Background: an optimization exercise with open tools, aiming at a short achievable clock period and few clock cycles. Do not read the settings as production practice. In this exercise RTL edits were held to simulation tests only and were not proved equivalent to the original. No activity file was given, so power comes from the tool's default toggle rates.

Design rv32i_core, start of the top module:
module rv32i_core (
    input  logic             clk,
    input  logic             rst,
    output logic [31:0]      imem_addr,
    input  logic [31:0]      imem_data,
    output logic             wb_valid,
    output logic [4:0]       wb_rd,
    output logic [31:0]      wb_data
);
    logic        redirect_valid;
    logic [31:1] redirect_target;
    logic        redirect_taken;
    logic        redirect_kill_t;
    logic        redirect_kill_n;
    logic [31:1] redirect_tgt_t;
    logic [31:1] redirect_tgt_n;
    logic        upd_valid;
    logic [rv32_pkg::BTB_IDX-1:0] upd_idx;
    logic [rv32_pkg::BTB_TAG-1:0] upd_tag;
    logic        upd_retc;
    logic        upd_bwd;
    logic        lpu_valid;
    logic [rv32_pkg::LP_IDX-1:0] lpu_idx;
    logic        lpu_taken;
    logic        e_bwd;
    logic        ras_push;
    logic        ras_pop;
    logic [rv32_pkg::BTB_TGT:1] ras_link;
    logic        e_push;
    logic        e_pop;
    logic [31:1] pc_f;
    logic        m_valid;
    logic [31:1] pc_m;
    logic [4:0]  rs1_addr;
    logic [4:0]  rs2_addr;
    logic [31:0] rs1_data;
    logic [31:0] rs2_data;
    logic                      e_valid;
    logic [31:1]               e_pc;
    logic [31:1]               e_link;
    logic [31:1]               e_pnpc;
    logic                      e_seq_ok;
    logic [31:0]               e_a;
    logic [31:0]               e_b;
  ...
Settings: LEC_CHECK=0, ABC_CLOCK_PERIOD_IN_PS=3000, CAP_MARGIN=40, CORE_MARGIN=2, CORE_UTILIZATION=40, SETUP_SLACK_MARGIN=5, SLEW_MARGIN=40; clock period 8.5 ns.
run.sh (not shown) runs the stock make flow with config.mk's settings and CLKGATE_MAP_FILE= SYNTH_SCRIPT=/design/flow/synth_recipe.tcl, a recipe that flattens the netlist after the stock synthesis.
Testbench counts at the start, summed over its fixed seeds: cycles 55,623.
Rerun with:
--- a/flow/design.v
+++ b/flow/design.v
@@ -13,50 +13,46 @@
     localparam int RS_ADD  = 0;
     localparam int RS_SLL  = 1;
     localparam int RS_SLT  = 2;
     localparam int RS_SLTU = 3;
     localparam int RS_XOR  = 4;
     localparam int RS_SR   = 5;
     localparam int RS_OR   = 6;
     localparam int RS_AND  = 7;
     localparam int RS_LINK = 8;
     localparam int RS_N    = 9;
     localparam int BR_N = 6;
-    localparam int BTB_IDX = 6;
-    localparam int BTB_TAG = 6;
+    localparam int BTB_IDX = 5;
+    localparam int BTB_TAG = 7;
     localparam int BTB_TGT = 13;
     localparam int LP_IDX = 4;
     localparam int LP_CNT = 4;
 endpackage
 `default_nettype wire
 `timescale 1ns/1ns
 `default_nettype none
 module alu (
     input  logic [rv32_pkg::RS_N-1:0] sel,
     input  logic                      sra,
     input  logic [31:0]               sum,
     input  logic                      lt,
     input  logic                      ltu,
     input  logic [31:0]               a,
     input  logic [31:0]               b,
-    input  logic [31:0]               a_reg,
-    input  logic [31:0]               a_fwd,
-    input  logic                      fa,
     input  logic [31:0]               link,
     output logic [31:0]               result
 );
     logic [31:0] sll;
     logic [31:0] srl;
-    assign sll  = fa ? (a_fwd << b[4:0]) : (a_reg << b[4:0]);
-    assign srl  = fa ? (sra ? 32'($signed(a_fwd) >>> b[4:0]) : (a_fwd >> b[4:0]))
-                     : (sra ? 32'($signed(a_reg) >>> b[4:0]) : (a_reg >> b[4:0]));
+    assign sll  = a << b[4:0];
+    assign srl  = sra ? 32'($signed(a) >>> b[4:0]) : (a >> b[4:0]);
     assign result = ({32{sel[rv32_pkg::RS_ADD]}}  & sum)
                   | ({32{sel[rv32_pkg::RS_SLL]}}  & sll)
                   | ({32{sel[rv32_pkg::RS_SLT]}}  & {31'b0, lt})
                   | ({32{sel[rv32_pkg::RS_SLTU]}} & {31'b0, ltu})
                   | ({32{sel[rv32_pkg::RS_XOR]}}  & (a ^ b))
                   | ({32{sel[rv32_pkg::RS_SR]}}   & srl)
                   | ({32{sel[rv32_pkg::RS_OR]}}   & (a | b))
                   | ({32{sel[rv32_pkg::RS_AND]}}  & (a & b))
                   | ({32{sel[rv32_pkg::RS_LINK]}} & link);
 endmodule
 `default_nettype wire
@@ -115,23 +111,23 @@
     logic [rv32_pkg::BTB_TGT:1]  hit_tgt;
     logic [31:1]                 next_t;
     logic [31:1]                 next_n;
     logic [31:1]                 pc_next;
     logic [31:1]                 rst_pc;
     assign imem_addr = {pc_f, 1'b0};
     assign idx       = pc_f[IH:IL];
     assign pc_f_zero = (pc_f == '0);
     assign ras_top   = ras_push ? ras_link : ras[ras_ptr];
     always_comb begin
         for (int j = 0; j < NL; j++) begin
-            lp_exit[j] = lp_v[j] && (lp_cnt[j] == lp_trip[j]) && (lp_trip[j] != '1);
+            lp_exit[j] = lp_v[j] && (lp_cnt[j] == lp_trip[j]);
         end
     end
     always_comb begin
         logic [rv32_pkg::BTB_TGT:1] t;
         hit = 1'b0;
         t   = '0;
         for (int i = 0; i < NE; i++) begin
             if (btb_v[i] && idx == i && btb_tag[i] == pc_f[TH:TL] &&
                 !(btb_bwd[i] && lp_exit[i % NL])) begin
                 hit = 1'b1;
             end
@@ -425,59 +421,58 @@
     output logic [rv32_pkg::BTB_TGT:1]   ras_link,
     output logic                         wb_valid,
     output logic [4:0]                   wb_rd,
     output logic [31:0]                  wb_data
 );
     logic [31:0] op_a;
     logic [31:0] op_b;
     logic [31:0] result;
     logic [31:0] sum;
     logic        lt, ltu;
     logic [31:0] sum_p [0:3];
-    logic [3:0]  lt_p, ltu_p, tk_p;
+    logic        lt_c, ltu_c, taken_c;
     logic        taken;
     logic [31:0] br_sum;
     logic [31:0] jr_sum;
     logic        br_ok, jr_ok;
     logic        kill_t, kill_n;
     logic [31:1] tgt_t, tgt_n;
     assign op_a = e_fa ? wb_data : e_a;
     assign op_b = e_fb ? wb_data : e_b;
     always_comb begin
         logic [31:0] pa, pb;
-        logic        peq;
         for (int p = 0; p < 4; p++) begin
             pa = p[0] ? wb_data : e_a;
             pb = p[1] ? wb_data : e_b;
             sum_p[p] = e_sub ? (pa - pb) : (pa + pb);
-            peq      = pa == pb;
-            lt_p[p]  = $signed(pa) < $signed(pb);
-            ltu_p[p] = pa < pb;
-            tk_p[p]  = |(e_br & {!ltu_p[p], ltu_p[p], !lt_p[p], lt_p[p], !peq, peq});
         end
     end
+    always_comb begin
+        logic eq;
+        eq       = op_a == op_b;
+        lt_c     = $signed(op_a) < $signed(op_b);
+        ltu_c    = op_a < op_b;
+        taken_c  = |(e_br & {!ltu_c, ltu_c, !lt_c, lt_c, !eq, eq});
+    end
     assign sum   = sum_p[{e_fb, e_fa}];
-    assign lt    = lt_p[{e_fb, e_fa}];
-    assign ltu   = ltu_p[{e_fb, e_fa}];
-    assign taken = tk_p[{e_fb, e_fa}];
+    assign lt    = lt_c;
+    assign ltu   = ltu_c;
+    assign taken = taken_c;
     alu u_alu (
         .sel    (e_sel),
         .sra    (e_sra),
         .sum    (sum),
         .lt     (lt),
         .ltu    (ltu),
         .a      (op_a),
         .b      (op_b),
-        .a_reg  (e_a),
-        .a_fwd  (wb_data),
-        .fa     (e_fa),
         .link   ({e_link, 1'b0}),
         .result (result)
     );
     assign br_sum = {e_pc, 1'b0} + e_imm;
     assign jr_sum = e_fa ? (wb_data + e_imm) : (e_a + e_imm);
     always_comb begin
         logic [31:1] cb;
         logic [31:1] cj;
         logic [31:1] cw;
         logic        ja, jw;
         br_ok = 1'b1;
The changed run went through all stages and came out clean.
Synthesized cell count falls by 25%.
Fmax rises by 4.9%.
Global-route usage falls by 1.3 points.
Total power falls by 21%.
Sequential share of layout area falls by 1.3 points.
First-iteration DRC count falls by 32%.
Utilization rises by 0.57 points.
Via count falls by 26%.
Register-to-register slack improves by 0.21 ns.
Final cell count falls by 24%.
Testbench counts after the change, summed over its fixed seeds: cycles 56,161.

---

lagoon:
rv32i_core, a different RTL version from the one above (not shown whole).
Size in the first run: about 15000 cells after synthesis, roughly 3000 flip-flops, roughly 160000 µm² of cells after synthesis.
clock: 8.5 ns
lec_check: 0
abc_clock_period_in_ps: 3000
cap_margin: 40
core_margin: 2
core_utilization: 40
setup_slack_margin: 5
slew_margin: 40
The final layout from lagoon, which completed every stage, passed the timing, DRC and antenna checks at the end of the flow.
Testbench counts of lagoon, summed over its fixed seeds: cycles 55,669.
Here is what was changed in the inputs of pepper compared with lagoon.
diff --git a/flow/design.v b/flow/design.v
--- a/flow/design.v
+++ b/flow/design.v
@@ -79,20 +79,20 @@
     input  logic                        lpu_taken,
     input  logic                        ras_push,
     input  logic                        ras_pop,
     input  logic [rv32_pkg::BTB_TGT:1]  ras_link,
     output logic [31:1]                 pc_f,
     output logic                        m_valid,
-    output logic [31:1]                 pc_m,
-    output logic                        rst_q
+    output logic [31:1]                 pc_m
 );
     localparam int NE = 1 << rv32_pkg::BTB_IDX;
     localparam int IL = 2;
     localparam int IH = rv32_pkg::BTB_IDX + 1;
     localparam int TL = rv32_pkg::BTB_IDX + 2;
     localparam int TH = rv32_pkg::BTB_IDX + rv32_pkg::BTB_TAG + 1;
+    logic                        rst_q;
     logic [NE-1:0]               btb_v;
     logic [rv32_pkg::BTB_TAG-1:0] btb_tag [0:NE-1];
     logic [rv32_pkg::BTB_TGT:1]  btb_tgt [0:NE-1];
     logic [NE-1:0]               btb_ret;
     logic [NE-1:0]               btb_bwd;
     localparam int NL = 1 << rv32_pkg::LP_IDX;
@@ -103,19 +103,22 @@
     logic [rv32_pkg::BTB_TGT:1]  ras [0:3];
     logic [1:0]                  ras_ptr;
     logic [rv32_pkg::BTB_TGT:1]  ras_top;
     logic [rv32_pkg::BTB_TGT:1]  last_pop;
     logic [rv32_pkg::BTB_IDX-1:0] idx;
     logic                        hit;
+    logic                        pc_f_zero;
     logic [31:1]                 pred;
     logic [rv32_pkg::BTB_TGT:1]  hit_tgt;
     logic [31:1]                 next_t;
     logic [31:1]                 next_n;
     logic [31:1]                 pc_next;
+    logic [31:1]                 rst_pc;
     assign imem_addr = {pc_f, 1'b0};
     assign idx       = pc_f[IH:IL];
+    assign pc_f_zero = (pc_f == '0);
     assign ras_top   = ras_push ? ras_link : ras[ras_ptr];
     always_comb begin
         for (int j = 0; j < NL; j++) begin
             lp_exit[j] = lp_v[j] && (lp_cnt[j] == lp_trip[j]) && (lp_trip[j] != '1);
         end
     end
@@ -130,28 +133,29 @@
             end
             t = t | ({rv32_pkg::BTB_TGT{idx == i}} & (btb_ret[i] ? ras_top : btb_tgt[i]));
         end
         hit_tgt = t;
     end
     assign pred      = hit ? {pc_f[31:rv32_pkg::BTB_TGT+1], hit_tgt} : (pc_f + 31'd2);
-    assign next_t    = rst ? 31'd0 : (redirect_kill_t ? redirect_tgt_t : pred);
-    assign next_n    = rst ? 31'd0 : (redirect_kill_n ? redirect_tgt_n : pred);
+    assign rst_pc    = (rst_q && pc_f_zero) ? 31'd2 : 31'd0;
+    assign next_t    = rst ? rst_pc : (redirect_kill_t ? redirect_tgt_t : pred);
+    assign next_n    = rst ? rst_pc : (redirect_kill_n ? redirect_tgt_n : pred);
     pc_select u_pc_select (
         .sel (redirect_taken),
         .a   (next_t),
         .b   (next_n),
         .y   (pc_next)
     );
     always_ff @(posedge clk) begin
         rst_q <= rst;
         pc_m  <= pc_f;
         pc_f  <= pc_next;
         if (rst) begin
-            m_valid <= 1'b1;
+            m_valid <= pc_f_zero;
         end else begin
-            m_valid <= !redirect_valid && !rst_q;
+            m_valid <= !redirect_valid;
         end
     end
     always_ff @(posedge clk) begin
         if (rst) begin
             btb_v <= '0;
         end else if (upd_valid) begin
@@ -216,13 +220,12 @@
     input  logic                      clk,
     input  logic                      rst,
     input  logic [31:0]               instr,
     input  logic                      m_valid,
     input  logic [31:1]               pc_m,
     input  logic [31:1]               pc_f,
-    input  logic                      rst_q,
     input  logic                      kill,
     output logic [4:0]                rs1_addr,
     output logic [4:0]                rs2_addr,
     input  logic [31:0]               rs1_data,
     input  logic [31:0]               rs2_data,
     output logic                      e_valid,
@@ -315,23 +318,23 @@
     assign b   = use2 ? rs2_data : (is_opi ? imm_i : imm_u);
     assign imm = is_br ? imm_b : (is_jal ? imm_j : imm_i);
     always_ff @(posedge clk) begin
         e_valid  <= m_valid && !kill && !rst;
         e_pc     <= pc_m;
         e_link   <= link;
-        e_pnpc   <= rst_q ? link : pc_f;
-        e_seq_ok <= rst_q || (pc_f == link);
+        e_pnpc   <= pc_f;
+        e_seq_ok <= pc_f == link;
         e_a      <= a;
         e_b      <= b;
         e_fa     <= use1 && e_valid && e_wr && rs1_addr == e_rd;
         e_fb     <= use2 && e_valid && e_wr && rs2_addr == e_rd;
         e_imm    <= imm;
         e_sel    <= sel;
         e_sub    <= is_op && instr[30];
         e_sra    <= instr[30];
-        e_br     <= rst ? '0 : br;
+        e_br     <= br;
         e_jal    <= is_jal;
         e_jalr   <= is_jalr;
         e_push   <= (is_jal || is_jalr) && rd != '0;
         e_pop    <= is_jalr && rd == '0;
         e_bwd    <= (br != '0) && instr[31];
         e_wr     <= wr;
@@ -551,13 +554,12 @@
     logic [rv32_pkg::BTB_TGT:1] ras_link;
     logic        e_push;
     logic        e_pop;
     logic [31:1] pc_f;
     logic        m_valid;
     logic [31:1] pc_m;
-    logic        rst_q;
     logic [4:0]  rs1_addr;
     logic [4:0]  rs2_addr;
     logic [31:0] rs1_data;
     logic [31:0] rs2_data;
     logic                      e_valid;
     logic [31:1]               e_pc;
@@ -598,23 +600,21 @@
         .lpu_taken       (lpu_taken),
         .ras_push        (ras_push),
         .ras_pop         (ras_pop),
         .ras_link        (ras_link),
         .pc_f            (pc_f),
         .m_valid         (m_valid),
-        .pc_m            (pc_m),
-        .rst_q           (rst_q)
+        .pc_m            (pc_m)
     );
     decode_unit u_decode (
         .clk      (clk),
         .rst      (rst),
         .instr    (imem_data),
         .m_valid  (m_valid),
         .pc_m     (pc_m),
         .pc_f     (pc_f),
-        .rst_q    (rst_q),
         .kill     (redirect_valid),
         .rs1_addr (rs1_addr),
         .rs2_addr (rs2_addr),
         .rs1_data (rs1_data),
         .rs2_data (rs2_data),
         .e_valid  (e_valid),
Notes after the runs:
Total power (pepper vs. lagoon) increases slightly. Via-per-instance ratio across lagoon and pepper: no real change. pepper: clock share of power is 0.6 points lower than what lagoon reported. Diff lagoon..pepper | met2 capacity usage during global routing | negligible. Going from lagoon to pepper, portion of netlist area occupied by mux cells shows no meaningful change, routed wire length went down by about 1.2%, cell leakage power dropped about 1.2%, synthesized cell count -56. The core utilization was comparable across lagoon and pepper. Looking at lagoon and pepper, the sequential fraction of total cell area is a wash. Compared with lagoon, in pepper met3 track demand over resource lower; multi-input combinational gate total increased by 36 relative to the old numbers; post-route clock period utilization shows a reduction of 1.0 points.
Testbench counts of pepper, summed over its fixed seeds: cycles 55,623.

==> static timing again, ports no longer ideal <==
Ports are ideal in the flow. The routed layouts listed here were re-timed in OpenROAD. Step 1 sets driving cells, clkbuf_16 on the clock port and buf_2 on the other inputs (assumed; they add their load-dependent delay and slew). Step 2 adds t to the input delays and takes it off the output delays; t is the mean of the earliest and latest rising clock arrival at the registers after step 1. Input paths then give back, and output paths get back, about the clock's delay inside the block. Slacks: no drivers / after step 1 / after step 2; pairs: no drivers / after step 1.
| run | t (ns) | slack for setup (ns) | worst register clock-pin slew, ns | worst data-port slew with drivers (ns) |
|---|---|---|---|---|
| the first run of note 1 | 1.086 | 3.997 / 3.997 / 3.651 | 0.07 / 0.07 | 0.34 |
| the second run of note 1 | 1.044 | 4.208 / 4.208 / 3.820 | 0.08 / 0.08 | 0.32 |
| lagoon | 1.069 | 4.119 / 4.119 / 3.663 | 0.07 / 0.07 | 0.38 |
| pepper | 1.084 | 4.207 / 4.207 / 3.811 | 0.07 / 0.07 | 0.18 |
After both steps setup and hold are still met in every run listed. The setup slack of lagoon, which loses most, moves by 0.000 ns with the drivers and by -0.456 ns with both steps.
